Context: an optimization exercise on an open-source flow, tuned for small area, a short achievable clock period and few clock cycles. The choices shown serve that exercise and are no tape-out recipe. Function was not checked in any run shown here: the RTL went through the layout flow alone.

$ cat flow/run.sh
#!/bin/bash
# synth_recipe.tcl (not shown) runs the flow's synth.tcl, then flattens the netlist and writes it again
# the make line also repeats each setting of config.mk as NAME=value (left out here)
make -C /OpenROAD-flow-scripts/flow DESIGN_CONFIG=/design/flow/config.mk WORK_HOME=/design/flow/orfs CLKGATE_MAP_FILE= SYNTH_SCRIPT=/design/flow/synth_recipe.tcl finish
$ cat flow/config.mk
export PLATFORM = sky130hd
export DESIGN_NAME = circle_boundary_link_fraction_unit
export DESIGN_NICKNAME = circle_boundary_link_fraction_unit
export VERILOG_FILES = /design/flow/design.v
export SDC_FILE = /design/flow/constraint.sdc
export NUM_CORES = 4
export LEC_CHECK = 0
export CAP_MARGIN = 20
export CORE_MARGIN = 2
export CORE_UTILIZATION = 35
export PLACE_DENSITY = 0.6
export SLEW_MARGIN = 20
$ cat flow/constraint.sdc
create_clock -name core_clock -period 22.0 [get_ports {clk}]
set_input_delay 4.4000 -clock core_clock [delete_from_list [all_inputs] [get_ports {clk}]]
set_output_delay 4.4000 -clock core_clock [all_outputs]
set_load 0.01 [all_outputs]
$ cat flow/design.v
`timescale 1ns / 1ps
package cblf_pkg;
	localparam int FRAC_BITS_DEF = 16;
	localparam int CW  = 12;
	localparam int OW  = 14;
	localparam int FW  = 17;
	localparam int DW  = 4;
	localparam int NNB = 8;
endpackage
`timescale 1ns / 1ps
module cblf_link_gen #(
	parameter int CAP   = 4,   
	parameter bit INTAKE2 = 1  
) (
	input  logic               clk,
	input  logic               arst_n,
	input  logic               in_valid,
	output logic               in_ready,
	input  logic               intake_open,
	input  logic signed [11:0] point_x,
	input  logic signed [11:0] point_y,
	input  logic [21:0]        r2,         
	input  logic               stall,      
	output logic               busy,
	output logic               lk_valid,
	output logic [2:0]         lk_k,
	output logic               lk_last,
	output logic signed [11:0] lk_x,
	output logic signed [11:0] lk_y,
	output logic [12:0]        lk_c
);
	logic               slot_ok;     
	logic [CAP-1:0]     qv;
	logic [7:0]         rest;
	logic               pop, push;
	assign pop     = qv[0] && !stall && (rest == '0);
	assign slot_ok = !qv[CAP-1] || pop;
	logic               s1_v;
	logic [10:0]        x1, y1;
	logic               sx, sy;
	logic               s1_move;
	always_ff @(posedge clk or negedge arst_n) begin
		if (!arst_n) s1_v <= 1'b0;
		else if (s1_move) s1_v <= in_valid && in_ready;
	end
	always_ff @(posedge clk) begin
		if (in_valid && in_ready) begin
			sx <= point_x[11];
			sy <= point_y[11];
			x1 <= point_x[10:0] ^ {11{point_x[11]}};
			y1 <= point_y[10:0] ^ {11{point_y[11]}};
		end
	end
	logic [24:0]        rx [11];
	logic [24:0]        ry [11];
	logic signed [24:0] c_full;
	always_comb begin
		for (int i = 0; i < 11; i++) begin
			rx[i] = '0;
			ry[i] = '0;
			rx[i][2*i] = x1[i];
			ry[i][2*i] = y1[i];
			for (int j = i + 1; j < 11; j++) begin
				rx[i][i+j+1] = x1[i] & x1[j];
				ry[i][i+j+1] = y1[i] & y1[j];
			end
		end
	end
	assign c_full = rx[0] + rx[1] + rx[2] + rx[3] + rx[4] + rx[5] + rx[6] + rx[7] + rx[8] + rx[9] + rx[10]
		+ ry[0] + ry[1] + ry[2] + ry[3] + ry[4] + ry[5] + ry[6] + ry[7] + ry[8] + ry[9] + ry[10]
		+ (sx ? 25'({x1, 1'b1}) : 25'd0) + (sy ? 25'({y1, 1'b1}) : 25'd0) - 25'(r2);
	logic               ev_v, ev_ok;
	logic [12:0]        ev_c;
	logic               ev_sx, ev_sy;
	logic [10:0]        ev_x1, ev_y1;
	logic               ev_move;
	logic [7:0]         mask_in;
	if (INTAKE2) begin : g_i2
		logic        s2_v, s2_ok, s2_sx, s2_sy;
		logic [12:0] s2_c;
		logic [10:0] s2_x1, s2_y1;
		assign ev_move  = !s2_v || slot_ok || (mask_in == '0);
		assign s1_move  = !s1_v || ev_move;
		assign in_ready = intake_open && (!s1_v || !s2_v || slot_ok);
		always_ff @(posedge clk or negedge arst_n) begin
			if (!arst_n) s2_v <= 1'b0;
			else if (ev_move) s2_v <= s1_v;
		end
		always_ff @(posedge clk) begin
			if (ev_move) begin
				s2_ok <= (c_full[24:13] == '0);
				s2_c  <= c_full[12:0];
				s2_sx <= sx;
				s2_sy <= sy;
				s2_x1 <= x1;
				s2_y1 <= y1;
			end
		end
		assign ev_v  = s2_v;
		assign ev_ok = s2_ok;
		assign ev_c  = s2_c;
		assign ev_sx = s2_sx;
		assign ev_sy = s2_sy;
		assign ev_x1 = s2_x1;
		assign ev_y1 = s2_y1;
		assign busy  = s1_v || s2_v || qv[0];
	end else begin : g_i1
		assign ev_move  = slot_ok || (mask_in == '0);
		assign s1_move  = !s1_v || ev_move;
		assign in_ready = intake_open && (!s1_v || slot_ok);
		assign ev_v  = s1_v;
		assign ev_ok = (c_full[24:13] == '0);
		assign ev_c  = c_full[12:0];
		assign ev_sx = sx;
		assign ev_sy = sy;
		assign ev_x1 = x1;
		assign ev_y1 = y1;
		assign busy  = s1_v || qv[0];
	end
	logic signed [11:0] ev_x, ev_y;
	logic signed [13:0] h, hd, hn, hdn;
	logic signed [13:0] vx, vy, vs, vd;
	assign ev_x = {ev_sx, ev_x1 ^ {11{ev_sx}}};
	assign ev_y = {ev_sy, ev_y1 ^ {11{ev_sy}}};
	assign h    = $signed({2'b0, ev_c[12:1]});
	assign hd   = $signed({1'b0, ev_c} + 14'd1) >>> 1;
	assign hn   = ~h;
	assign hdn  = ~hd;
	assign vx = 14'(ev_x);
	assign vy = 14'(ev_y);
	assign vs = vx + vy;
	assign vd = vx - vy;
	always_comb begin
		mask_in[0] = vy > h;
		mask_in[1] = vy <= hn;
		mask_in[2] = vx > h;
		mask_in[3] = vs > hd;
		mask_in[4] = vd > hd;
		mask_in[5] = vx <= hn;
		mask_in[6] = vd <= hdn;
		mask_in[7] = vs <= hdn;
		if (!ev_ok) mask_in = '0;
	end
	logic signed [11:0] qx [CAP];
	logic signed [11:0] qy [CAP];
	logic [12:0]        qc [CAP];
	logic [7:0]         qm [CAP];
	logic [2:0]         pick;
	logic               emit;
	always_comb begin
		pick = 3'd0;
		for (int k = 7; k >= 0; k--) begin
			if (qm[0][k]) pick = 3'(k);
		end
	end
	assign rest = qm[0] & (qm[0] - 8'd1);
	assign emit = qv[0] && !stall;
	assign push = ev_v && slot_ok && (mask_in != '0);
	assign lk_valid = qv[0];
	assign lk_k     = pick;
	assign lk_last  = (rest == '0);
	assign lk_x     = qx[0];
	assign lk_y     = qy[0];
	assign lk_c     = qc[0];
	for (genvar i = 0; i < CAP; i++) begin : g_q
		logic nxt_v, here;
		if (i + 1 < CAP) begin : g_n
			assign nxt_v = qv[i+1];
		end else begin : g_n
			assign nxt_v = 1'b0;
		end
		if (i == 0) begin : g_h
			assign here = pop ? !nxt_v : !qv[0];
		end else begin : g_h
			assign here = pop ? (qv[i] && !nxt_v) : (!qv[i] && qv[i-1]);
		end
		always_ff @(posedge clk or negedge arst_n) begin
			if (!arst_n) qv[i] <= 1'b0;
			else if (pop) qv[i] <= nxt_v || (push && here);
			else if (push && here) qv[i] <= 1'b1;
		end
		always_ff @(posedge clk) begin
			if (here && ev_v) begin
				qx[i] <= ev_x;
				qy[i] <= ev_y;
				qc[i] <= ev_c;
				qm[i] <= mask_in;
			end else if (pop) begin
				if (i + 1 < CAP) begin
					qx[i] <= qx[(i+1)%CAP];
					qy[i] <= qy[(i+1)%CAP];
					qc[i] <= qc[(i+1)%CAP];
					qm[i] <= qm[(i+1)%CAP];
				end
			end else if (i == 0 && emit) begin
				qm[i] <= rest;
			end
		end
	end
endmodule
`timescale 1ns / 1ps
module cblf_isqrt #(
	parameter int J = 15
) (
	input  logic [11:0] mq,
	input  logic [31:0] sig_i,     
	input  logic [15:0] w_i,       
	output logic [31:0] sig_o,     
	output logic [15:0] w_o
);
	localparam int TW = 31 - J;    
	logic [TW-1:0] s4, tau, diff;
	logic          take;
	assign s4 = TW'({sig_i[27-J:0], 2'b00});
	if (J == 15) begin : g_t
		assign tau = TW'({mq, 2'b11});
	end else begin : g_t
		assign tau = TW'({mq, ~w_i[14-J:0], 2'b11});
	end
	logic [TW-1:0] nt;
	logic [TW-1:0] g [6];
	logic [TW-1:0] p [6];
	logic [TW:0]   cc;
	assign nt = ~tau;
	always_comb begin
		for (int i = 0; i < TW; i++) begin
			g[0][i] = s4[i] & nt[i];
			p[0][i] = s4[i] ^ nt[i];
		end
		g[0][0] = s4[0] | nt[0];    
		for (int l = 0; l < 5; l++) begin
			for (int i = 0; i < TW; i++) begin
				if (((i >> l) & 1) == 1) begin
					g[l+1][i] = g[l][i] | (p[l][i] & g[l][((i >> l) << l) - 1]);
					p[l+1][i] = p[l][i] & p[l][((i >> l) << l) - 1];
				end else begin
					g[l+1][i] = g[l][i];
					p[l+1][i] = p[l][i];
				end
			end
		end
		cc[0] = 1'b1;
		for (int i = 0; i < TW; i++) cc[i+1] = g[5][i];
		for (int i = 0; i < TW; i++) diff[i] = s4[i] ^ nt[i] ^ cc[i];
	end
	assign take  = !diff[TW-1];
	assign sig_o = 32'(take ? diff[28-J:0] : s4[28-J:0]);
	assign w_o   = {w_i[14:0], take};
endmodule
`timescale 1ns / 1ps
module cblf_frac #(
	parameter logic [15:0] SPLIT = 16'b0010_0100_1001_0010,   
	parameter bit          SPLIT_SETUP = 1                      
) (
	input  logic               clk,
	input  logic               arst_n,
	input  logic               lk_valid,
	input  logic [2:0]         lk_k,
	input  logic               lk_last,
	input  logic signed [11:0] lk_x,
	input  logic signed [11:0] lk_y,
	input  logic [12:0]        lk_c,
	input  logic [11:0]        ox,
	input  logic [11:0]        oy,
	output logic               stall,      
	output logic               busy,
	output logic               out_valid,
	input  logic               out_ready,
	output logic [3:0]         link_dir,
	output logic [3:0]         back_dir,
	output logic [13:0]        fluid_x,
	output logic [13:0]        fluid_y,
	output logic [13:0]        solid_x,
	output logic [13:0]        solid_y,
	output logic [13:0]        far_x,
	output logic [13:0]        far_y,
	output logic [16:0]        wall_fraction,
	output logic               last
);
	logic               pos0, a2_0, wh0, full0;
	logic signed [12:0] sa, sb, ss;
	logic [11:0]        mq0, mq1;
	logic signed [13:0] e0;
	logic [12:0]        sig0;
	assign pos0 = (lk_k == 3'd0) || (lk_k == 3'd2) || (lk_k == 3'd3) || (lk_k == 3'd4);
	assign a2_0 = (lk_k == 3'd3) || (lk_k == 3'd4) || (lk_k == 3'd6) || (lk_k == 3'd7);
	assign sa = (lk_k == 3'd0 || lk_k == 3'd1) ? 13'sd0 : 13'(lk_x);
	assign sb = (lk_k == 3'd2 || lk_k == 3'd5) ? 13'sd0 :
		(lk_k == 3'd4 || lk_k == 3'd6) ? -(13'(lk_y)) : 13'(lk_y);
	assign ss = sa + sb;
	assign mq0 = pos0 ? 12'(ss - 13'sd1) : 12'(~ss);
	assign e0  = $signed({1'b0, lk_c}) - $signed({2'b0, mq0}) - 14'sd1;
	assign wh0 = a2_0 && !e0[13];
	assign mq1 = wh0 ? mq0 - 12'd1 : mq0;
	assign sig0 = !a2_0 ? lk_c : wh0 ? {e0[11:0], 1'b1} : {lk_c[11:0], 1'b0};
	assign full0 = (lk_c == {mq0, !a2_0});
	logic        v   [17];
	logic [11:0] m   [17];
	logic        a2  [17];
	logic        wh  [17];
	logic [31:0] sg  [17];
	logic [15:0] w   [17];
	logic        fl  [17];
	logic [2:0]  kk  [17];
	logic        ls  [17];
	logic [11:0] xx  [17];
	logic [11:0] yy  [17];
	logic [31:0] sgn [16];
	logic [15:0] wn  [16];
	logic [16:0] vbusy;
	if (SPLIT_SETUP) begin : g_s0
		always_ff @(posedge clk or negedge arst_n) begin
			if (!arst_n) v[16] <= 1'b0;
			else if (!stall) v[16] <= lk_valid;
		end
		always_ff @(posedge clk) begin
			if (!stall) begin
				m[16]  <= mq1;
				a2[16] <= a2_0;
				wh[16] <= wh0;
				sg[16] <= 32'(sig0);
				fl[16] <= full0;
				kk[16] <= lk_k;
				ls[16] <= lk_last;
				xx[16] <= lk_x;
				yy[16] <= lk_y;
			end
		end
		assign vbusy[16] = v[16];
	end else begin : g_s0
		assign v[16]  = lk_valid;
		assign m[16]  = mq1;
		assign a2[16] = a2_0;
		assign wh[16] = wh0;
		assign sg[16] = 32'(sig0);
		assign fl[16] = full0;
		assign kk[16] = lk_k;
		assign ls[16] = lk_last;
		assign xx[16] = lk_x;
		assign yy[16] = lk_y;
		assign vbusy[16] = 1'b0;
	end
	assign w[16] = '0;
	for (genvar j = 15; j >= 0; j--) begin : g_it
		cblf_isqrt #(.J(j)) u_step (
			.mq(m[j+1]), .sig_i(sg[j+1]), .w_i(w[j+1]), .sig_o(sgn[j]), .w_o(wn[j])
		);
		if (SPLIT[j] && j > 0) begin : g_reg
			always_ff @(posedge clk or negedge arst_n) begin
				if (!arst_n) v[j] <= 1'b0;
				else if (!stall) v[j] <= v[j+1];
			end
			always_ff @(posedge clk) begin
				if (!stall) begin
					m[j]  <= m[j+1];
					a2[j] <= a2[j+1];
					wh[j] <= wh[j+1];
					sg[j] <= sgn[j];
					w[j]  <= wn[j];
					fl[j] <= fl[j+1];
					kk[j] <= kk[j+1];
					ls[j] <= ls[j+1];
					xx[j] <= xx[j+1];
					yy[j] <= yy[j+1];
				end
			end
			assign vbusy[j] = vbusy[j+1] || v[j];
		end else begin : g_wire
			assign v[j]  = v[j+1];
			assign m[j]  = m[j+1];
			assign a2[j] = a2[j+1];
			assign wh[j] = wh[j+1];
			assign sg[j] = sgn[j];
			assign w[j]  = wn[j];
			assign fl[j] = fl[j+1];
			assign kk[j] = kk[j+1];
			assign ls[j] = ls[j+1];
			assign xx[j] = xx[j+1];
			assign yy[j] = yy[j+1];
			assign vbusy[j] = vbusy[j+1];
		end
	end
	assign busy = vbusy[0];
	logic        ov_a, ov_b;
	logic [2:0]  k_b, k_s;
	logic [13:0] fx_b, fy_b, fx_n, fy_n, fx_s, fy_s;
	logic [16:0] wf_b, wf_n, wf_s;
	logic        last_b, last_s;
	logic        push, take, load_a, load_b;
	assign stall = ov_b;
	assign push  = v[0] && !ov_b;
	assign take  = ov_a && out_ready;
	assign load_a = ov_b ? take : (!ov_a || take);
	assign load_b = !ov_b && ov_a && !take;
	assign fx_n = 14'($signed(xx[0])) + 14'(ox);
	assign fy_n = 14'($signed(yy[0])) + 14'(oy);
	assign wf_n = fl[0] ? 17'h10000 : a2[0] ? {1'b0, wh[0], w[0][15:1]} : {1'b0, w[0]};
	assign k_s    = ov_b ? k_b : kk[0];
	assign fx_s   = ov_b ? fx_b : fx_n;
	assign fy_s   = ov_b ? fy_b : fy_n;
	assign wf_s   = ov_b ? wf_b : wf_n;
	assign last_s = ov_b ? last_b : ls[0];
	logic signed [1:0] di_s, dj_s;
	logic [3:0]        dir_s, back_s;
	always_comb begin
		case (k_s)
			3'd0, 3'd1: di_s = 2'sd0;
			3'd2, 3'd3, 3'd4: di_s = -2'sd1;
			default: di_s = 2'sd1;
		endcase
		case (k_s)
			3'd0, 3'd3, 3'd6: dj_s = -2'sd1;
			3'd2, 3'd5: dj_s = 2'sd0;
			default: dj_s = 2'sd1;
		endcase
		case (k_s)
			3'd0: begin dir_s = 4'd4; back_s = 4'd2; end
			3'd1: begin dir_s = 4'd2; back_s = 4'd4; end
			3'd2: begin dir_s = 4'd3; back_s = 4'd1; end
			3'd3: begin dir_s = 4'd7; back_s = 4'd5; end
			3'd4: begin dir_s = 4'd6; back_s = 4'd8; end
			3'd5: begin dir_s = 4'd1; back_s = 4'd3; end
			3'd6: begin dir_s = 4'd8; back_s = 4'd6; end
			default: begin dir_s = 4'd5; back_s = 4'd7; end
		endcase
	end
	always_ff @(posedge clk or negedge arst_n) begin
		if (!arst_n) begin
			ov_a <= 1'b0;
			ov_b <= 1'b0;
		end else begin
			if (load_a) ov_a <= ov_b || push;
			if (ov_b) begin
				if (take) ov_b <= 1'b0;
			end else if (load_b) begin
				ov_b <= push;
			end
		end
	end
	always_ff @(posedge clk) begin
		if (load_a) begin
			link_dir      <= dir_s;
			back_dir      <= back_s;
			fluid_x       <= fx_s;
			fluid_y       <= fy_s;
			solid_x       <= fx_s + 14'(di_s);
			solid_y       <= fy_s + 14'(dj_s);
			far_x         <= fx_s - 14'(di_s);
			far_y         <= fy_s - 14'(dj_s);
			wall_fraction <= wf_s;
			last          <= last_s;
		end
		if (load_b) begin
			k_b    <= kk[0];
			fx_b   <= fx_n;
			fy_b   <= fy_n;
			wf_b   <= wf_n;
			last_b <= ls[0];
		end
	end
	assign out_valid = ov_a;
endmodule
`timescale 1ns / 1ps
module circle_boundary_link_fraction_unit #(
	parameter int FRAC_BITS = cblf_pkg::FRAC_BITS_DEF
) (
	input  logic                           clk,
	input  logic                           arst_n,
	input  logic                           cfg_valid,
	output logic                           cfg_ready,
	input  logic [1:0]                     cfg_index,
	input  logic [11:0]                    cfg_data,
	input  logic                           in_valid,
	output logic                           in_ready,
	input  logic signed [cblf_pkg::CW-1:0] point_x,
	input  logic signed [cblf_pkg::CW-1:0] point_y,
	output logic                           out_valid,
	input  logic                           out_ready,
	output logic [cblf_pkg::DW-1:0]        link_dir,
	output logic [cblf_pkg::DW-1:0]        back_dir,
	output logic [cblf_pkg::OW-1:0]        fluid_x,
	output logic [cblf_pkg::OW-1:0]        fluid_y,
	output logic [cblf_pkg::OW-1:0]        solid_x,
	output logic [cblf_pkg::OW-1:0]        solid_y,
	output logic [cblf_pkg::OW-1:0]        far_x,
	output logic [cblf_pkg::OW-1:0]        far_y,
	output logic [cblf_pkg::FW-1:0]        wall_fraction,
	output logic                           last
);
	logic [21:0] r2_q;         
	logic [11:0] cx_q, cy_q;
	logic        addc_q;
	logic        pend_v;
	logic [1:0]  pend_idx;
	logic [11:0] pend_data;
	logic        busy_gen, busy_frac, idle, stall;
	logic [10:0] r_u;
	logic [21:0] r2_n;
	logic [21:0] rr [11];
	logic        lk_valid;
	logic [2:0]  lk_k;
	logic        lk_last;
	logic signed [11:0] lk_x, lk_y;
	logic [12:0] lk_c;
	assign idle      = !busy_gen && !busy_frac;
	assign cfg_ready = !pend_v || idle;
	assign r_u = pend_data[10:0] - 11'd1;
	always_comb begin
		for (int i = 0; i < 11; i++) begin
			rr[i] = '0;
			rr[i][2*i] = r_u[i];
			for (int j = i + 1; j < 11; j++) rr[i][i+j+1] = r_u[i] & r_u[j];
		end
	end
	assign r2_n = (pend_data[10:0] == '0) ? 22'd1 :
		rr[0] + rr[1] + rr[2] + rr[3] + rr[4] + rr[5] + rr[6] + rr[7] + rr[8] + rr[9] + rr[10];
	always_ff @(posedge clk or negedge arst_n) begin
		if (!arst_n) begin
			r2_q   <= '0;
			cx_q   <= '0;
			cy_q   <= '0;
			addc_q <= 1'b1;
			pend_v <= 1'b0;
		end else begin
			if (pend_v && idle) begin
				case (pend_idx)
					2'd0: r2_q <= r2_n;
					2'd1: cx_q <= pend_data;
					2'd2: cy_q <= pend_data;
					default: addc_q <= pend_data[0];
				endcase
			end
			if (cfg_valid && cfg_ready) pend_v <= 1'b1;
			else if (idle) pend_v <= 1'b0;
		end
	end
	always_ff @(posedge clk) begin
		if (cfg_valid && cfg_ready) begin
			pend_idx  <= cfg_index;
			pend_data <= cfg_data;
		end
	end
	cblf_link_gen u_gen (
		.clk(clk), .arst_n(arst_n),
		.in_valid(in_valid), .in_ready(in_ready), .intake_open(!pend_v),
		.point_x(point_x), .point_y(point_y),
		.r2(r2_q),
		.stall(stall), .busy(busy_gen),
		.lk_valid(lk_valid), .lk_k(lk_k), .lk_last(lk_last),
		.lk_x(lk_x), .lk_y(lk_y), .lk_c(lk_c)
	);
	cblf_frac u_frac (
		.clk(clk), .arst_n(arst_n),
		.lk_valid(lk_valid), .lk_k(lk_k), .lk_last(lk_last),
		.lk_x(lk_x), .lk_y(lk_y), .lk_c(lk_c),
		.ox(addc_q ? cx_q : 12'd0), .oy(addc_q ? cy_q : 12'd0),
		.stall(stall), .busy(busy_frac),
		.out_valid(out_valid), .out_ready(out_ready),
		.link_dir(link_dir), .back_dir(back_dir),
		.fluid_x(fluid_x), .fluid_y(fluid_y),
		.solid_x(solid_x), .solid_y(solid_y),
		.far_x(far_x), .far_y(far_y),
		.wall_fraction(wall_fraction), .last(last)
	);
endmodule
==> results.sh, run 1 <==
export IMPL_crit_path_max_fanout=19
export IMPL_syn_inst=5557
export IMPL_cts_hold_buf=0
export IMPL_rows=153
export IMPL_period_share_pct=49.9
export IMPL_routed_wl_microns=143000
export IMPL_crit_top_cell="a21o_1"
export IMPL_finalSetupTns_ns=0
export IMPL_cp_num_buf_inv=5
export IMPL_holdWs_ns=0.394
export IMPL_layout_cells_most_common="edfxtp_1"
export IMPL_drc=0
export IMPL_synth_ff_type="edfxtp_1"
export IMPL_antennaDiodeCount=0
export IMPL_place_gp_congestion=0.828
export IMPL_synth_fa_ha_area_share_pct=20.5
export IMPL_ctsResizeCount=0
export IMPL_dp_cells=7943
export IMPL_layout_common_cells="833 x edfxtp_1, 673 x ha_1, 546 x inv_1"
export IMPL_grt_pass1_wl_microns=230000
export IMPL_final_util_pct=39.7
export IMPL_critPathSlowestCell="a2111oi_0"
export IMPL_place_ws_ns=10.98
export IMPL_fin_crit_ns=10.99
export IMPL_synth_edf_count=833
export IMPL_die_w_microns=421
export IMPL_met3_length_microns=5120
export IMPL_cts_htree_levels=3
export IMPL_synth_fp_nets=6474
export IMPL_cts_buffers=100
export IMPL_synth_top_family_by_area="adder cells"
export IMPL_nets=6637
export IMPL_postPlaceCellArea_sq_um=65200
export IMPL_status="timing/DRC/antenna clean"
export IMPL_ys_ff_latch=894
export IMPL_synth_area_sq_um=60900
export IMPL_vias=40570
export IMPL_synthXorXnorAreaFrac_pct=6.03
export IMPL_hp_class="flip-flop to flip-flop"
export IMPL_die_h_microns=421
export IMPL_clockRootBuffer="clkbuf_16"
export IMPL_cp_required_ns=22.46
export IMPL_final_cell_count_no_fill=8130
export IMPL_cp_arrival_ns=11.44
export IMPL_post_cts_buffers=0
export IMPL_grt_pass1_vias=40959
export IMPL_syn2layout_area_growth_pct=13.1
export IMPL_avgViaCountPerCell=4.99
export IMPL_tightest_slew_ns=1.04
export IMPL_drive_gt1_share_pct=6.67
export IMPL_critPathLaunchType="flip-flop"
export IMPL_wl_met1_microns=67500
export IMPL_drv_cap=0
export IMPL_firstDrtPassIters=7
export IMPL_wire_per_inst_microns=17.6
export IMPL_synth_simple_gate_area_share_pct=10.4
export IMPL_clock_sinks=894
export IMPL_core_area_sq_um=173000
export IMPL_achievable_frequency_mhz=91.0
export IMPL_io_buffers=155
export IMPL_hold_viol_final=0
export IMPL_grt_overflow_total=0
export IMPL_clock_path_buffers=3
export IMPL_hpwl_microns=109000
export IMPL_critPathTopFamily="compound AO/OA/AOI/OAI gates"
export IMPL_finClkSkew_ns=0.0646
export IMPL_critPathKind="flip-flop to flip-flop"
export IMPL_start_util_pct=35.1
export IMPL_yosys_warnings=320
export IMPL_slew_headroom_pct=30.9
export IMPL_yosysUniqueCellTypes=87
export IMPL_antenna_found_initial=3
export IMPL_final_area_sq_um=68800
export IMPL_finalMaxSlewViolations=0
export IMPL_drt_iter0_markers=2489
export IMPL_synth_mux_area_fraction_pct=3.65
export IMPL_ant_nets=0
export IMPL_crit_path_end_kind="flip-flop"
export IMPL_synth_compound_area_share_pct=11.6
export IMPL_top_layer="met4"
export IMPL_yosysSeqAreaShare_pct=43.6
export IMPL_grtUsageTotal_pct=16.1
export IMPL_worstSkewPairLatency_ns=0.75
export IMPL_rsz0062_at_grt="false"
export IMPL_async_reset_ff_share_pct=6.82
export IMPL_ioPinCount=156
export IMPL_crit_path_max_incr_delay_ns=0.71
export IMPL_setup_viol=0
export IMPL_clk_pin_slew_worst_paths_ns=0.06
export IMPL_syn_avg_cell_area_sq_um=11.0
export IMPL_met2_length_microns=67100
export IMPL_grt_max_degree=157
export IMPL_worst_slack_ns=11.01
export IMPL_cts_tree="built"
export IMPL_dieArea_sq_um=177000
-- cells by family after synthesis --
group | after synthesis
AOI/OAI and AO/OA | 1124
xor gates and xnor gates | 419
adders and majority gates | 875
buffers and inverters | 686
DFF | 894
muxes | 205
and+or+nand+nor | 1354
-- metal layers --
| metal | vias to the layer above | track usage (%) |
|---|---|---|
| li1 | 20016 | - |
| met2 | 693 | 26.5 |
| met3 | 174 | 1.89 |
| met4 | 0 | 4.45 |
| met5 | - | 0 |
| met1 | 19687 | 22.3 |
-- layout make-up --
type	count	area, sq um
inverter	554	2090
tap	2325	2910
fill	16529	104000
sequential	894	26500
clock inverter	63	972
multi-input combinational	3977	31800
timing repair buffer	193	1840
clock buffer	124	2670
-- registers in the layout, summed over array words and instances (netlist names), 17 cells and up --
name,count
u_frac.sg,118
u_frac.m,72
u_frac.xx,72
u_frac.yy,72
u_gen.qc,52
u_gen.qx,48
u_gen.qy,48
u_frac.w,45
u_gen.qm,32
r2_q,21
u_frac.kk,18
u_frac.wall_fraction,17
u_frac.wf_b,17
-- synth_stat cells, drive strengths merged, types with 106 or more instances --
cell type / number / share of area, %
xnor2: 261 / 3.8
mux2: 131 / 2.4
o21ai: 315 / 2.6
fa: 201 / 6.6
inv: 553 / 3.4
nand2: 502 / 3.1
a21oi: 312 / 2.6
clkbuf: 106 / 0.65
a21o: 112 / 1.4
and2: 128 / 1.3
xor2: 158 / 2.3
edfxtp: 833 / 41
nor2: 331 / 2.0
ha: 673 / 14
-- final timing paths --
| kind | start | to | slack, ns | cells after the start |
|---|---|---|---|---|
| worst max-delay path | u_frac.w[13][0] | u_frac.sg[10][15] | 11.01 | 37 |
| worst min-delay path | u_frac.kk[4][0] | u_frac.kk[1][0] | 0.39 | 0 |
| worst max register to register | u_frac.w[13][0] | u_frac.sg[10][15] | 11.01 | 37 |
| worst min register to register | u_frac.kk[4][0] | u_frac.kk[1][0] | 0.39 | 0 |
| max in group asynchronous | arst_n | u_frac.ov_b | 17.54 | 2 |
| min in group asynchronous | arst_n | pend_v | 3.85 | 2 |
==> run 2: changes to the inputs <==
--- a/flow/design.v
+++ b/flow/design.v
@@ -9,8 +9,7 @@
 endpackage
 `timescale 1ns / 1ps
 module cblf_link_gen #(
-	parameter int CAP   = 4,   
-	parameter bit INTAKE2 = 1  
+	parameter int CAP   = 4    
 ) (
 	input  logic               clk,
 	input  logic               arst_n,
@@ -33,7 +32,7 @@
 	logic [CAP-1:0]     qv;
 	logic [7:0]         rest;
 	logic               pop, push;
-	assign pop     = qv[0] && !stall && (rest == '0);
+	assign pop     = qv[0] && !stall && qs[0];
 	assign slot_ok = !qv[CAP-1] || pop;
 	logic               s1_v;
 	logic [10:0]        x1, y1;
@@ -51,9 +50,9 @@
 			y1 <= point_y[10:0] ^ {11{point_y[11]}};
 		end
 	end
-	logic [24:0]        rx [11];
-	logic [24:0]        ry [11];
-	logic signed [24:0] c_full;
+	logic [22:0] rx [12];
+	logic [22:0] ry [12];
+	logic [22:0] xsq, ysq;
 	always_comb begin
 		for (int i = 0; i < 11; i++) begin
 			rx[i] = '0;
@@ -65,58 +64,47 @@
 				ry[i][i+j+1] = y1[i] & y1[j];
 			end
 		end
+		rx[11] = sx ? 23'({x1, 1'b1}) : 23'd0;
+		ry[11] = sy ? 23'({y1, 1'b1}) : 23'd0;
 	end
-	assign c_full = rx[0] + rx[1] + rx[2] + rx[3] + rx[4] + rx[5] + rx[6] + rx[7] + rx[8] + rx[9] + rx[10]
-		+ ry[0] + ry[1] + ry[2] + ry[3] + ry[4] + ry[5] + ry[6] + ry[7] + ry[8] + ry[9] + ry[10]
-		+ (sx ? 25'({x1, 1'b1}) : 25'd0) + (sy ? 25'({y1, 1'b1}) : 25'd0) - 25'(r2);
+	assign xsq = rx[0] + rx[1] + rx[2] + rx[3] + rx[4] + rx[5] + rx[6] + rx[7] + rx[8] + rx[9] + rx[10] + rx[11];
+	assign ysq = ry[0] + ry[1] + ry[2] + ry[3] + ry[4] + ry[5] + ry[6] + ry[7] + ry[8] + ry[9] + ry[10] + ry[11];
+	logic               s2_v, s2_sx, s2_sy;
+	logic [22:0]        s2_xsq, s2_ysq;
+	logic [10:0]        s2_x1, s2_y1;
+	logic signed [24:0] c_full;
 	logic               ev_v, ev_ok;
 	logic [12:0]        ev_c;
 	logic               ev_sx, ev_sy;
 	logic [10:0]        ev_x1, ev_y1;
 	logic               ev_move;
 	logic [7:0]         mask_in;
-	if (INTAKE2) begin : g_i2
-		logic        s2_v, s2_ok, s2_sx, s2_sy;
-		logic [12:0] s2_c;
-		logic [10:0] s2_x1, s2_y1;
-		assign ev_move  = !s2_v || slot_ok || (mask_in == '0);
-		assign s1_move  = !s1_v || ev_move;
-		assign in_ready = intake_open && (!s1_v || !s2_v || slot_ok);
-		always_ff @(posedge clk or negedge arst_n) begin
-			if (!arst_n) s2_v <= 1'b0;
-			else if (ev_move) s2_v <= s1_v;
-		end
-		always_ff @(posedge clk) begin
-			if (ev_move) begin
-				s2_ok <= (c_full[24:13] == '0);
-				s2_c  <= c_full[12:0];
-				s2_sx <= sx;
-				s2_sy <= sy;
-				s2_x1 <= x1;
-				s2_y1 <= y1;
-			end
+	assign ev_move  = !s2_v || slot_ok || (mask_in == '0);
+	assign s1_move  = !s1_v || ev_move;
+	assign in_ready = intake_open && (!s1_v || !s2_v || slot_ok);
+	always_ff @(posedge clk or negedge arst_n) begin
+		if (!arst_n) s2_v <= 1'b0;
+		else if (ev_move) s2_v <= s1_v;
+	end
+	always_ff @(posedge clk) begin
+		if (ev_move) begin
+			s2_xsq <= xsq;
+			s2_ysq <= ysq;
+			s2_sx  <= sx;
+			s2_sy  <= sy;
+			s2_x1  <= x1;
+			s2_y1  <= y1;
 		end
-		assign ev_v  = s2_v;
-		assign ev_ok = s2_ok;
-		assign ev_c  = s2_c;
-		assign ev_sx = s2_sx;
-		assign ev_sy = s2_sy;
-		assign ev_x1 = s2_x1;
-		assign ev_y1 = s2_y1;
-		assign busy  = s1_v || s2_v || qv[0];
-	end else begin : g_i1
-		assign ev_move  = slot_ok || (mask_in == '0);
-		assign s1_move  = !s1_v || ev_move;
-		assign in_ready = intake_open && (!s1_v || slot_ok);
-		assign ev_v  = s1_v;
-		assign ev_ok = (c_full[24:13] == '0);
-		assign ev_c  = c_full[12:0];
-		assign ev_sx = sx;
-		assign ev_sy = sy;
-		assign ev_x1 = x1;
-		assign ev_y1 = y1;
-		assign busy  = s1_v || qv[0];
 	end
+	assign c_full = 25'(s2_xsq) + 25'(s2_ysq) - 25'(r2);
+	assign ev_v  = s2_v;
+	assign ev_ok = (c_full[24:13] == '0);
+	assign ev_c  = c_full[12:0];
+	assign ev_sx = s2_sx;
+	assign ev_sy = s2_sy;
+	assign ev_x1 = s2_x1;
+	assign ev_y1 = s2_y1;
+	assign busy  = s1_v || s2_v || qv[0];
 	logic signed [11:0] ev_x, ev_y;
 	logic signed [13:0] h, hd, hn, hdn;
 	logic signed [13:0] vx, vy, vs, vd;
@@ -145,6 +133,7 @@
 	logic signed [11:0] qy [CAP];
 	logic [12:0]        qc [CAP];
 	logic [7:0]         qm [CAP];
+	logic [CAP-1:0]     qs;           
 	logic [2:0]         pick;
 	logic               emit;
 	always_comb begin
@@ -158,7 +147,7 @@
 	assign push = ev_v && slot_ok && (mask_in != '0);
 	assign lk_valid = qv[0];
 	assign lk_k     = pick;
-	assign lk_last  = (rest == '0);
+	assign lk_last  = qs[0];
 	assign lk_x     = qx[0];
 	assign lk_y     = qy[0];
 	assign lk_c     = qc[0];
@@ -185,8 +174,10 @@
 				qy[i] <= ev_y;
 				qc[i] <= ev_c;
 				qm[i] <= mask_in;
+				qs[i] <= (mask_in != '0) && ((mask_in & (mask_in - 8'd1)) == '0);
 			end else if (pop) begin
 				if (i + 1 < CAP) begin
+					qs[i] <= qs[(i+1)%CAP];
 					qx[i] <= qx[(i+1)%CAP];
 					qy[i] <= qy[(i+1)%CAP];
 					qc[i] <= qc[(i+1)%CAP];
@@ -194,6 +185,7 @@
 				end
 			end else if (i == 0 && emit) begin
 				qm[i] <= rest;
+				qs[i] <= (rest != '0) && ((rest & (rest - 8'd1)) == '0);
 			end
 		end
 	end
@@ -249,7 +241,7 @@
 endmodule
 `timescale 1ns / 1ps
 module cblf_frac #(
-	parameter logic [15:0] SPLIT = 16'b0010_0100_1001_0010,   
+	parameter logic [15:0] SPLIT = 16'b0101_0101_0101_0100,   
 	parameter bit          SPLIT_SETUP = 1                      
 ) (
 	input  logic               clk,
@@ -277,21 +269,30 @@
 	output logic [16:0]        wall_fraction,
 	output logic               last
 );
-	logic               pos0, a2_0, wh0, full0;
-	logic signed [12:0] sa, sb, ss;
-	logic [11:0]        mq0, mq1;
+	logic               a2_0, wh0, full0;
+	logic signed [12:0] pa, pb;
+	logic signed [1:0]  kc;
+	logic [11:0]        mq0, mq0m, mq1;
 	logic signed [13:0] e0;
 	logic [12:0]        sig0;
-	assign pos0 = (lk_k == 3'd0) || (lk_k == 3'd2) || (lk_k == 3'd3) || (lk_k == 3'd4);
+	always_comb begin
+		case (lk_k)
+			3'd0:    begin pa = '0;           pb = 13'(lk_y);    kc = -2'sd1; end
+			3'd1:    begin pa = '0;           pb = ~(13'(lk_y));   kc = 2'sd0;  end
+			3'd2:    begin pa = 13'(lk_x);    pb = '0;           kc = -2'sd1; end
+			3'd3:    begin pa = 13'(lk_x);    pb = 13'(lk_y);    kc = -2'sd1; end
+			3'd4:    begin pa = 13'(lk_x);    pb = ~(13'(lk_y));   kc = 2'sd0;  end
+			3'd5:    begin pa = ~(13'(lk_x));   pb = '0;           kc = 2'sd0;  end
+			3'd6:    begin pa = ~(13'(lk_x));   pb = 13'(lk_y);    kc = 2'sd0;  end
+			default: begin pa = ~(13'(lk_x));   pb = ~(13'(lk_y));   kc = 2'sd1;  end
+		endcase
+	end
 	assign a2_0 = (lk_k == 3'd3) || (lk_k == 3'd4) || (lk_k == 3'd6) || (lk_k == 3'd7);
-	assign sa = (lk_k == 3'd0 || lk_k == 3'd1) ? 13'sd0 : 13'(lk_x);
-	assign sb = (lk_k == 3'd2 || lk_k == 3'd5) ? 13'sd0 :
-		(lk_k == 3'd4 || lk_k == 3'd6) ? -(13'(lk_y)) : 13'(lk_y);
-	assign ss = sa + sb;
-	assign mq0 = pos0 ? 12'(ss - 13'sd1) : 12'(~ss);
-	assign e0  = $signed({1'b0, lk_c}) - $signed({2'b0, mq0}) - 14'sd1;
-	assign wh0 = a2_0 && !e0[13];
-	assign mq1 = wh0 ? mq0 - 12'd1 : mq0;
+	assign mq0  = 12'(pa + pb + 13'(kc));
+	assign mq0m = 12'(pa + pb + 13'(kc) - 13'sd1);
+	assign e0   = 14'($signed({1'b0, lk_c})) + 14'(~pa) + 14'(~pb) + 14'sd1 - 14'(kc);
+	assign wh0  = a2_0 && !e0[13];
+	assign mq1  = wh0 ? mq0m : mq0;
 	assign sig0 = !a2_0 ? lk_c : wh0 ? {e0[11:0], 1'b1} : {lk_c[11:0], 1'b0};
 	assign full0 = (lk_c == {mq0, !a2_0});
 	logic        v   [17];
==> run 2 against run 1 <==
- still clean on timing, DRC and antenna
- count of clock-buffer cells in the layout up 13
- clock skew grew 0.0083 ns
- die area grew 12%
- sequential cell count increased by 168
==> results.sh, run 2 <==
export IMPL_status="timing/DRC/antenna clean"
export IMPL_rows=162
export IMPL_clk_pin_slew_worst_paths_ns=0.06
export IMPL_vias=44580
export IMPL_synth_area_sq_um=68300
export IMPL_finClkSkew_ns=0.0729
export IMPL_die_w_microns=446
export IMPL_r2r_end="u_gen.s2_ysq[22]"
export IMPL_cp_required_ns=22.38
export IMPL_synth_edf_count=999
export IMPL_crit_path_end_kind="flip-flop"
export IMPL_antenna_found_initial=0
export IMPL_postPlaceCellArea_sq_um=72800
export IMPL_grt_max_degree=186
export IMPL_setup_viol=0
export IMPL_ioPinCount=156
export IMPL_synth_most_common_cell="edfxtp_1"
export IMPL_yosys_warnings=278
export IMPL_async_reset_ff_share_pct=5.93
export IMPL_final_util_pct=39.5
export IMPL_tightest_slew_ns=1.09
export IMPL_post_cts_buffers=0
export IMPL_hpwl_microns=117000
export IMPL_drive_gt1_share_pct=7.97
export IMPL_r2r_setup_slack_ns=13.94
export IMPL_dieArea_sq_um=199000
export IMPL_cts_hold_buf=0
export IMPL_cts_htree_levels=3
export IMPL_met2_length_microns=71300
export IMPL_wl_met1_microns=72600
export IMPL_syn2layout_area_growth_pct=12.5
export IMPL_cp_startpoint="u_gen.s2_ysq[3]"
export IMPL_place_gp_congestion=0.873
export IMPL_wire_per_inst_microns=17.2
export IMPL_worstSkewPairLatency_ns=0.76
export IMPL_firstDrtPassIters=6
export IMPL_period_share_pct=36.6
export IMPL_synth_top_area_share_pct=43.9
export IMPL_rsz0062_at_grt="false"
export IMPL_routed_wl_microns=153000
export IMPL_clock_path_buffers=3
export IMPL_antennaDiodeCount=0
export IMPL_final_area_sq_um=76800
export IMPL_syn_inst=6060
export IMPL_cp_endpoint="u_gen.s2_ysq[22]"
export IMPL_core_area_sq_um=194000
export IMPL_top_layer="met4"
export IMPL_synth_ff_type="edfxtp_1"
export IMPL_hp_class="flip-flop to flip-flop"
export IMPL_drc=0
export IMPL_fin_crit_ns=8.06
export IMPL_netlist_top_cells_area="edfxtp_1 44%, ha_1 13%, fa_1 4.7%"
export IMPL_die_h_microns=446
export IMPL_grt_pass1_wl_microns=246000
export IMPL_synth_fp_nets=6995
export IMPL_syn_avg_cell_area_sq_um=11.3
export IMPL_critPathKind="flip-flop to flip-flop"
export IMPL_grtUsageTotal_pct=15.3
export IMPL_cts_tree="built"
export IMPL_drv_cap=0
export IMPL_drt_iter0_markers=2531
export IMPL_achievable_frequency_mhz=124
export IMPL_yosysSeqAreaShare_pct=46.3
export IMPL_ant_nets=0
export IMPL_hold_viol_final=0
export IMPL_layout_cells_most_common="edfxtp_1"
export IMPL_yosysUniqueCellTypes=99
export IMPL_ys_ff_latch=1062
export IMPL_synth_largest_area_cell="edfxtp_1"
export IMPL_io_buffers=155
export IMPL_cts_buffers=114
export IMPL_finalMaxSlewViolations=0
export IMPL_clock_sinks=1062
export IMPL_holdWs_ns=0.398
export IMPL_finalSetupTns_ns=0
export IMPL_worstReg2RegStart="u_gen.s2_ysq[3]"
export IMPL_cp_arrival_ns=8.43
export IMPL_met3_length_microns=5240
export IMPL_avgViaCountPerCell=5.03
export IMPL_slew_headroom_pct=27.4
export IMPL_top_register="u_frac.sg"
export IMPL_crit_path_max_fanout=68
export IMPL_layout_common_cells="999 x edfxtp_1, 731 x ha_1, 524 x inv_1"
export IMPL_hp_start="u_frac.yy[6][10]"
export IMPL_largest_reg_flops=153
export IMPL_critPathLaunchType="flip-flop"
export IMPL_clockRootBuffer="clkbuf_16"
export IMPL_grt_overflow_total=0
export IMPL_synthTopCellsByCount="999 x edfxtp_1, 731 x ha_1, 525 x inv_1, 481 x nand2_1, 357 x nor2_1"
export IMPL_grt_pass1_vias=44851
export IMPL_start_util_pct=35.1
export IMPL_nets=7161
export IMPL_ctsResizeCount=0
export IMPL_worst_r2r_path_depth=23
[run 2: cell count changes after synthesis, moves of 23 or more]
cell / change
nor3_1: +23
o21ai_0: +31
fa_1: -40
nor2_1: +26
mux2_2: +57
edfxtp_1: +166
ha_1: +58
o31ai_1: +25
nand2b_1: +23
[run 2: cell type report]
cell class	instances	area (sq um)
tap	2542	3180
timing repair buffer	196	1900
multi-input combinational	4324	34200
fill	18443	118000
inverter	528	1990
clock buffer	137	2980
clock inverter	79	937
sequential	1062	31600
[run 2: layer usage]
metal | vias to the layer above | track usage (%)
li1 | 22134 | -
met1 | 21552 | 21.1
met2 | 717 | 25.5
met3 | 177 | 1.72
met4 | 0 | 4.29
met5 | - | 0
[run 2: stage by stage]
step / instances / setup slack, ns
after CTS: 8867 / 13.94
after floorplan: 6060 / 3.66
after detailed placement: 8651 / 14.06
after global placement: 8651 / 14.18
final: 8868 / 13.94
after global routing: 8868 / 13.27
[run 2: worst min-delay path by stage]
stage | end | slack [ns] | cells past startpoint
detailed placement | u_frac.kk[4][1] | 0.40 | 0
floorplan | u_frac.a2[10] | 0.40 | 0
global placement | u_frac.yy[8][5] | 0.40 | 0
CTS | u_frac.yy[4][10] | 0.40 | 0
finish | u_frac.yy[4][10] | 0.40 | 0
global route | u_frac.yy[4][10] | 0.40 | 0
[run 2: logic make-up after synthesis]
| kind of cell | after synthesis | synth area share [%] |
|---|---|---|
| buffers and inverters | 674 | 3.78 |
| XOR/XNOR | 441 | 5.69 |
| adder cells (fa/ha/maj) | 892 | 18.1 |
| AO/OA/AOI/OAI | 1241 | 11.5 |
| multiplexers | 261 | 4.21 |
| flip-flops | 1062 | 46.3 |
| AND/OR/NAND/NOR | 1489 | 10.5 |
[run 2: worst max-delay path: stages, from the launching register on]
cell and delay [ns]:
edfxtp_1 0.37, ha_1 0.37, a211oi_1 0.36, nor2_1 0.12
nor2_1 0.16, ha_1 0.30, o2111ai_1 0.14, nand3b_1 0.16
xor2_1 0.58, inv_1 0.25, or3_1 0.47, or3_1 0.38
nor3_1 0.35, xnor2_1 0.22, ha_1 0.40, o21ai_0 0.14
o21ai_0 0.17, a21oi_1 0.07, o22ai_1 0.78, nand3_1 0.22
or2_2 0.38, o21ai_0 0.37, or3_2 0.20, buf_4 0.64
==> run 3: changes to the inputs <==
--- a/flow/design.v
+++ b/flow/design.v
@@ -32,7 +32,7 @@
 	logic [CAP-1:0]     qv;
 	logic [7:0]         rest;
 	logic               pop, push;
-	assign pop     = qv[0] && !stall && qs[0];
+	assign pop     = qv[0] && !stall && (rest == '0);
 	assign slot_ok = !qv[CAP-1] || pop;
 	logic               s1_v;
 	logic [10:0]        x1, y1;
@@ -79,9 +79,9 @@
 	logic [10:0]        ev_x1, ev_y1;
 	logic               ev_move;
 	logic [7:0]         mask_in;
-	assign ev_move  = !s2_v || slot_ok || (mask_in == '0);
+	assign ev_move  = !s2_v || slot_ok;
 	assign s1_move  = !s1_v || ev_move;
-	assign in_ready = intake_open && (!s1_v || !s2_v || slot_ok);
+	assign in_ready = intake_open && (!s1_v || !s2_v || !qv[CAP-1]);
 	always_ff @(posedge clk or negedge arst_n) begin
 		if (!arst_n) s2_v <= 1'b0;
 		else if (ev_move) s2_v <= s1_v;
@@ -106,34 +106,34 @@
 	assign ev_y1 = s2_y1;
 	assign busy  = s1_v || s2_v || qv[0];
 	logic signed [11:0] ev_x, ev_y;
-	logic signed [13:0] h, hd, hn, hdn;
-	logic signed [13:0] vx, vy, vs, vd;
+	logic signed [13:0] vx, vy, vs, vd, vx1, vy1, vs1, vd1;
+	logic signed [15:0] cc;
 	assign ev_x = {ev_sx, ev_x1 ^ {11{ev_sx}}};
 	assign ev_y = {ev_sy, ev_y1 ^ {11{ev_sy}}};
-	assign h    = $signed({2'b0, ev_c[12:1]});
-	assign hd   = $signed({1'b0, ev_c} + 14'd1) >>> 1;
-	assign hn   = ~h;
-	assign hdn  = ~hd;
-	assign vx = 14'(ev_x);
-	assign vy = 14'(ev_y);
-	assign vs = vx + vy;
-	assign vd = vx - vy;
+	assign vx  = 14'(ev_x);
+	assign vy  = 14'(ev_y);
+	assign vs  = vx + vy;
+	assign vd  = vx - vy;
+	assign vx1 = vx - 14'sd1;
+	assign vy1 = vy - 14'sd1;
+	assign vs1 = vs - 14'sd1;
+	assign vd1 = vd - 14'sd1;
+	assign cc  = $signed({3'b0, ev_c});
 	always_comb begin
-		mask_in[0] = vy > h;
-		mask_in[1] = vy <= hn;
-		mask_in[2] = vx > h;
-		mask_in[3] = vs > hd;
-		mask_in[4] = vd > hd;
-		mask_in[5] = vx <= hn;
-		mask_in[6] = vd <= hdn;
-		mask_in[7] = vs <= hdn;
+		mask_in[0] = cc <= $signed({vy1, 1'b1});
+		mask_in[1] = cc <= $signed({~vy, 1'b1});
+		mask_in[2] = cc <= $signed({vx1, 1'b1});
+		mask_in[3] = cc <= $signed({vs1, 1'b0});
+		mask_in[4] = cc <= $signed({vd1, 1'b0});
+		mask_in[5] = cc <= $signed({~vx, 1'b1});
+		mask_in[6] = cc <= $signed({~vd, 1'b0});
+		mask_in[7] = cc <= $signed({~vs, 1'b0});
 		if (!ev_ok) mask_in = '0;
 	end
 	logic signed [11:0] qx [CAP];
 	logic signed [11:0] qy [CAP];
 	logic [12:0]        qc [CAP];
 	logic [7:0]         qm [CAP];
-	logic [CAP-1:0]     qs;           
 	logic [2:0]         pick;
 	logic               emit;
 	always_comb begin
@@ -147,7 +147,7 @@
 	assign push = ev_v && slot_ok && (mask_in != '0);
 	assign lk_valid = qv[0];
 	assign lk_k     = pick;
-	assign lk_last  = qs[0];
+	assign lk_last  = (rest == '0);
 	assign lk_x     = qx[0];
 	assign lk_y     = qy[0];
 	assign lk_c     = qc[0];
@@ -174,10 +174,8 @@
 				qy[i] <= ev_y;
 				qc[i] <= ev_c;
 				qm[i] <= mask_in;
-				qs[i] <= (mask_in != '0) && ((mask_in & (mask_in - 8'd1)) == '0);
 			end else if (pop) begin
 				if (i + 1 < CAP) begin
-					qs[i] <= qs[(i+1)%CAP];
 					qx[i] <= qx[(i+1)%CAP];
 					qy[i] <= qy[(i+1)%CAP];
 					qc[i] <= qc[(i+1)%CAP];
@@ -185,7 +183,6 @@
 				end
 			end else if (i == 0 && emit) begin
 				qm[i] <= rest;
-				qs[i] <= (rest != '0) && ((rest & (rest - 8'd1)) == '0);
 			end
 		end
 	end
@@ -209,40 +206,14 @@
 	end else begin : g_t
 		assign tau = TW'({mq, ~w_i[14-J:0], 2'b11});
 	end
-	logic [TW-1:0] nt;
-	logic [TW-1:0] g [6];
-	logic [TW-1:0] p [6];
-	logic [TW:0]   cc;
-	assign nt = ~tau;
-	always_comb begin
-		for (int i = 0; i < TW; i++) begin
-			g[0][i] = s4[i] & nt[i];
-			p[0][i] = s4[i] ^ nt[i];
-		end
-		g[0][0] = s4[0] | nt[0];    
-		for (int l = 0; l < 5; l++) begin
-			for (int i = 0; i < TW; i++) begin
-				if (((i >> l) & 1) == 1) begin
-					g[l+1][i] = g[l][i] | (p[l][i] & g[l][((i >> l) << l) - 1]);
-					p[l+1][i] = p[l][i] & p[l][((i >> l) << l) - 1];
-				end else begin
-					g[l+1][i] = g[l][i];
-					p[l+1][i] = p[l][i];
-				end
-			end
-		end
-		cc[0] = 1'b1;
-		for (int i = 0; i < TW; i++) cc[i+1] = g[5][i];
-		for (int i = 0; i < TW; i++) diff[i] = s4[i] ^ nt[i] ^ cc[i];
-	end
+	assign diff  = s4 - tau;
 	assign take  = !diff[TW-1];
 	assign sig_o = 32'(take ? diff[28-J:0] : s4[28-J:0]);
 	assign w_o   = {w_i[14:0], take};
 endmodule
 `timescale 1ns / 1ps
 module cblf_frac #(
-	parameter logic [15:0] SPLIT = 16'b0101_0101_0101_0100,   
-	parameter bit          SPLIT_SETUP = 1                      
+	parameter logic [15:0] SPLIT = 16'b0101_0101_0101_0100    
 ) (
 	input  logic               clk,
 	input  logic               arst_n,
@@ -272,7 +243,7 @@
 	logic               a2_0, wh0, full0;
 	logic signed [12:0] pa, pb;
 	logic signed [1:0]  kc;
-	logic [11:0]        mq0, mq0m, mq1;
+	logic [11:0]        mq0, mq0m;
 	logic signed [13:0] e0;
 	logic [12:0]        sig0;
 	always_comb begin
@@ -292,7 +263,6 @@
 	assign mq0m = 12'(pa + pb + 13'(kc) - 13'sd1);
 	assign e0   = 14'($signed({1'b0, lk_c})) + 14'(~pa) + 14'(~pb) + 14'sd1 - 14'(kc);
 	assign wh0  = a2_0 && !e0[13];
-	assign mq1  = wh0 ? mq0m : mq0;
 	assign sig0 = !a2_0 ? lk_c : wh0 ? {e0[11:0], 1'b1} : {lk_c[11:0], 1'b0};
 	assign full0 = (lk_c == {mq0, !a2_0});
 	logic        v   [17];
@@ -309,38 +279,40 @@
 	logic [31:0] sgn [16];
 	logic [15:0] wn  [16];
 	logic [16:0] vbusy;
-	if (SPLIT_SETUP) begin : g_s0
-		always_ff @(posedge clk or negedge arst_n) begin
-			if (!arst_n) v[16] <= 1'b0;
-			else if (!stall) v[16] <= lk_valid;
-		end
-		always_ff @(posedge clk) begin
-			if (!stall) begin
-				m[16]  <= mq1;
-				a2[16] <= a2_0;
-				wh[16] <= wh0;
-				sg[16] <= 32'(sig0);
-				fl[16] <= full0;
-				kk[16] <= lk_k;
-				ls[16] <= lk_last;
-				xx[16] <= lk_x;
-				yy[16] <= lk_y;
-			end
-		end
-		assign vbusy[16] = v[16];
-	end else begin : g_s0
-		assign v[16]  = lk_valid;
-		assign m[16]  = mq1;
-		assign a2[16] = a2_0;
-		assign wh[16] = wh0;
-		assign sg[16] = 32'(sig0);
-		assign fl[16] = full0;
-		assign kk[16] = lk_k;
-		assign ls[16] = lk_last;
-		assign xx[16] = lk_x;
-		assign yy[16] = lk_y;
-		assign vbusy[16] = 1'b0;
+	logic        s0_v, s0_a2, s0_wh, s0_fl, s0_ls;
+	logic [11:0] s0_mq0, s0_mq0m;
+	logic [12:0] s0_sig;
+	logic [2:0]  s0_k;
+	logic [11:0] s0_x, s0_y;
+	always_ff @(posedge clk or negedge arst_n) begin
+		if (!arst_n) s0_v <= 1'b0;
+		else if (!stall) s0_v <= lk_valid;
 	end
+	always_ff @(posedge clk) begin
+		if (!stall) begin
+			s0_mq0  <= mq0;
+			s0_mq0m <= mq0m;
+			s0_a2   <= a2_0;
+			s0_wh   <= wh0;
+			s0_sig  <= sig0;
+			s0_fl   <= full0;
+			s0_k    <= lk_k;
+			s0_ls   <= lk_last;
+			s0_x    <= lk_x;
+			s0_y    <= lk_y;
+		end
+	end
+	assign v[16]  = s0_v;
+	assign m[16]  = s0_wh ? s0_mq0m : s0_mq0;
+	assign a2[16] = s0_a2;
+	assign wh[16] = s0_wh;
+	assign sg[16] = 32'(s0_sig);
+	assign fl[16] = s0_fl;
+	assign kk[16] = s0_k;
+	assign ls[16] = s0_ls;
+	assign xx[16] = s0_x;
+	assign yy[16] = s0_y;
+	assign vbusy[16] = s0_v;
 	assign w[16] = '0;
 	for (genvar j = 15; j >= 0; j--) begin : g_it
 		cblf_isqrt #(.J(j)) u_step (
@@ -504,7 +476,12 @@
 	logic signed [11:0] lk_x, lk_y;
 	logic [12:0] lk_c;
 	assign idle      = !busy_gen && !busy_frac;
-	assign cfg_ready = !pend_v || idle;
+	logic idle_q;
+	always_ff @(posedge clk or negedge arst_n) begin
+		if (!arst_n) idle_q <= 1'b1;
+		else idle_q <= idle && !(in_valid && in_ready);
+	end
+	assign cfg_ready = !pend_v || idle_q;
 	assign r_u = pend_data[10:0] - 11'd1;
 	always_comb begin
 		for (int i = 0; i < 11; i++) begin
==> run 3 against run 2 <==
- still clean on timing, DRC and antenna
- non-clock buffer count grew 9
- sequential share of layout area down 0.38 points
- synthesized cell count increased by 6.5%
- global-route usage up 0.33 points
- die area increased by 2.0%
- critical path depth up 2
- design area increased by 1.8%
- via count grew 6.8%
- first-iteration DRC count grew 30%
- setup slack gained 0.61 ns
- worst hold slack improved by 0.0056 ns
==> results.sh, run 3 <==
export IMPL_hp_class="flip-flop to flip-flop"
export IMPL_critPathKind="flip-flop to flip-flop"
export IMPL_ctsResizeCount=0
export IMPL_layout_cells_most_common="edfxtp_1"
export IMPL_io_buffers=155
export IMPL_period_share_pct=33.9
export IMPL_start_util_pct=35.3
export IMPL_path_depth=25
export IMPL_hold_end="u_frac.yy[4][8]"
export IMPL_syn2layout_area_growth_pct=12.3
export IMPL_synth_ff_type="edfxtp_1"
export IMPL_place_gp_congestion=0.884
export IMPL_synthTopCellsByCount="1007 x edfxtp_1, 705 x ha_1, 587 x nand2_1, 511 x inv_1, 430 x a21oi_1"
export IMPL_firstDrtPassIters=7
export IMPL_hpwl_microns=123000
export IMPL_grt_pass1_vias=46984
export IMPL_drt_iter0_markers=3287
export IMPL_cp_arrival_ns=7.85
export IMPL_cp_required_ns=22.41
export IMPL_crit_path_max_incr_delay_ns=0.83
export IMPL_synth_fp_nets=7327
export IMPL_async_reset_ff_share_pct=5.98
export IMPL_largest_reg_flops=140
export IMPL_die_h_microns=450
export IMPL_antenna_found_initial=4
export IMPL_cts_htree_levels=3
export IMPL_hp_start="u_frac.yy[6][8]"
export IMPL_ys_ff_latch=1071
export IMPL_synth_top_area_share_pct=43.4
export IMPL_synth_area_sq_um=69600
export IMPL_vias=47602
export IMPL_grt_pass1_wl_microns=257000
export IMPL_dp_cells=9128
export IMPL_yosys_warnings=210
export IMPL_grtUsageTotal_pct=15.7
export IMPL_critPathSlowestCell="edfxtp_1"
export IMPL_core_area_sq_um=197000
export IMPL_final_cell_count_no_fill=9349
export IMPL_clock_path_buffers=3
export IMPL_fin_crit_ns=7.45
export IMPL_synth_largest_area_cell="edfxtp_1"
export IMPL_worstSkewPairLatency_ns=0.77
export IMPL_layout_common_cells="1007 x edfxtp_1, 705 x ha_1, 583 x nand2_1"
export IMPL_critPathLaunchType="flip-flop"
export IMPL_achievable_frequency_mhz=134
export IMPL_yosysSeqAreaShare_pct=45.7
export IMPL_rsz0062_at_grt="false"
export IMPL_synth_most_common_cell="edfxtp_1"
export IMPL_status="timing/DRC/antenna clean"
export IMPL_finalMaxSlewViolations=0
export IMPL_syn_avg_cell_area_sq_um=10.8
export IMPL_cts_hold_buf=0
export IMPL_cts_buffers=117
export IMPL_critPathTopFamily="compound AO/OA/AOI/OAI gates"
export IMPL_post_cts_buffers=0
export IMPL_worst_r2r_path_depth=25
export IMPL_cp_num_buf_inv=1
export IMPL_clock_sinks=1071
export IMPL_r2r_setup_slack_ns=14.55
export IMPL_hold_depth=0
export IMPL_crit_top_cell="a21oi_1"
export IMPL_crit_path_end_kind="flip-flop"
export IMPL_yosysUniqueCellTypes=92
export IMPL_setup_viol=0
export IMPL_netlist_top_cells_area="edfxtp_1 43%, ha_1 13%, xnor2_1 4.3%"
export IMPL_drc=0
export IMPL_grt_max_degree=193
export IMPL_synth_edf_count=1007
export IMPL_drive_gt1_share_pct=6.84
export IMPL_crit_path_max_fanout=22
export IMPL_wire_per_inst_microns=17.3
export IMPL_avgViaCountPerCell=5.09
export IMPL_cts_tree="built"
export IMPL_r2r_end="u_frac.sg[14][11]"
export IMPL_clockRootBuffer="clkbuf_16"
export IMPL_drv_cap=0
export IMPL_tightest_slew_ns=1.13
export IMPL_ant_nets=0
export IMPL_dieArea_sq_um=203000
export IMPL_syn_inst=6453
export IMPL_slew_headroom_pct=23.8
export IMPL_rows=163
export IMPL_nets=7481
export IMPL_finalSetupTns_ns=0
export IMPL_clk_pin_slew_worst_paths_ns=0.06
export IMPL_routed_wl_microns=162000
export IMPL_hold_viol_final=0
export IMPL_finClkSkew_ns=0.0719
export IMPL_die_w_microns=450
export IMPL_grt_overflow_total=0
export IMPL_ioPinCount=156
export IMPL_holdWs_ns=0.403
export IMPL_top_register="u_frac.sg"
export IMPL_worstReg2RegStart="u_frac.s0_wh"
==> run 3: cell types whose count changed after synthesis, moves of 35 or more <==
cell / previous run / this run
mux2_2: 187 / 145
xnor2_1: 282 / 342
fa_1: 161 / 126
clkbuf_1: 112 / 152
nor2_1: 357 / 413
nand2_1: 481 / 587
o21ai_0: 344 / 390
o21bai_1: 58 / 99
a21oi_1: 305 / 430
==> run 3: worst max-delay path by stage <==
stage                      start                end  slack, ns
floorplan            u_frac.ov_b   u_frac.far_x[12]       3.04
global placement    u_frac.s0_wh  u_frac.sg[14][13]      14.94
detailed placement  u_frac.s0_wh  u_frac.sg[14][11]      14.69
CTS                 u_frac.s0_wh  u_frac.sg[14][11]      14.57
global route        u_frac.s0_wh  u_frac.sg[14][11]      13.95
finish              u_frac.s0_wh  u_frac.sg[14][11]      14.55
==> run 3: cell families (layout without fill, tap and decap cells) <==
family,Yosys count,count (layout),share of synthesized area (%)
AND/OR/NAND/NOR,1659,1659,11.2
AO/OA/AOI/OAI,1482,1482,13.4
flip-flops,1071,1071,45.7
adder cells (fa/ha/maj),837,837,16.4
buffers and inverters,690,944,3.76
XOR/XNOR,517,517,6.50
multiplexers,197,197,3.09
other,0,2,0
==> run 3: through the flow <==
step                instance area, sq um  util, %  setup slack, ns
global placement                   74300     37.6            14.94
floorplan                          69600        -             3.04
detailed placement                 74300     37.6            14.69
global route                       78200     39.6            13.95
CTS                                78200     39.6            14.57
finish                             78200     39.6            14.55
==> run 3: cell type report <==
class	instances	area (sq um)
diodes	2	5.00
clock buffers	140	3080
clock inverters	79	766
fillers	18993	119000
inverters	520	1960
multi-input cells	4692	35300
flip-flops and latches	1071	31800
well taps	2640	3300
repair buffers	205	1940
==> run 3: layer usage <==
layer / up-vias / share of wire [%] / track usage [%]
met5: - / 0 / 0
met4: 0 / 2.5 / 4.11
met3: 225 / 3.7 / 1.72
met2: 911 / 46 / 25.8
met1: 22867 / 48 / 21.9
li1: 23599 / - / -
==> run 3: worst register-to-register path: stages (launching register included) <==
cell and delay, ns:
edfxtp_1 0.83, mux2i_1 0.46, ha_1 0.30, a21o_1 0.18, a21o_1 0.20, a21oi_1 0.20, o21ai_0 0.16, a41oi_1 0.31
a21oi_1 0.15, nand2_1 0.10, and2_1 0.49, clkinv_1 0.41, mux2_2 0.38, ha_1 0.32, a21o_1 0.19, a21oi_1 0.21
o21bai_1 0.09, a21oi_1 0.22, o21bai_1 0.09, a21oi_1 0.22, nor2b_1 0.08, o21a_1 0.18, o21a_1 0.19, o31ai_1 0.27
and2_1 0.62, o21ai_0 0.24

## re-timing with driven ports
Ports are ideal in the flow. The routed layouts listed here were re-timed in OpenROAD.
Step 1 sets driving cells, clkbuf_16 on the clock port and buf_2 on the other inputs (assumed; they add their load-dependent delay and slew).
Step 2 also shifts input and output timing later by t, the mid clock arrival at the registers, as if the neighbouring blocks saw the same clock.
a / b / c = ideal ports / drivers / drivers and shift; a / b = the first two.
run	t, ns	slack for setup (ns)	latest minus earliest clock arrival (ns)	slew at the worst register clock pin (ns)	pins driven straight from the clock port
run 1	0.797	11.015 / 11.015 / 11.015	0.067 / 0.067	0.07 / 0.07	1
run 2	0.804	13.945 / 13.945 / 13.945	0.075 / 0.075	0.07 / 0.07	1
run 3	0.812	14.552 / 14.552 / 14.552	0.076 / 0.076	0.07 / 0.07	1
After both steps every run listed still meets setup and hold.
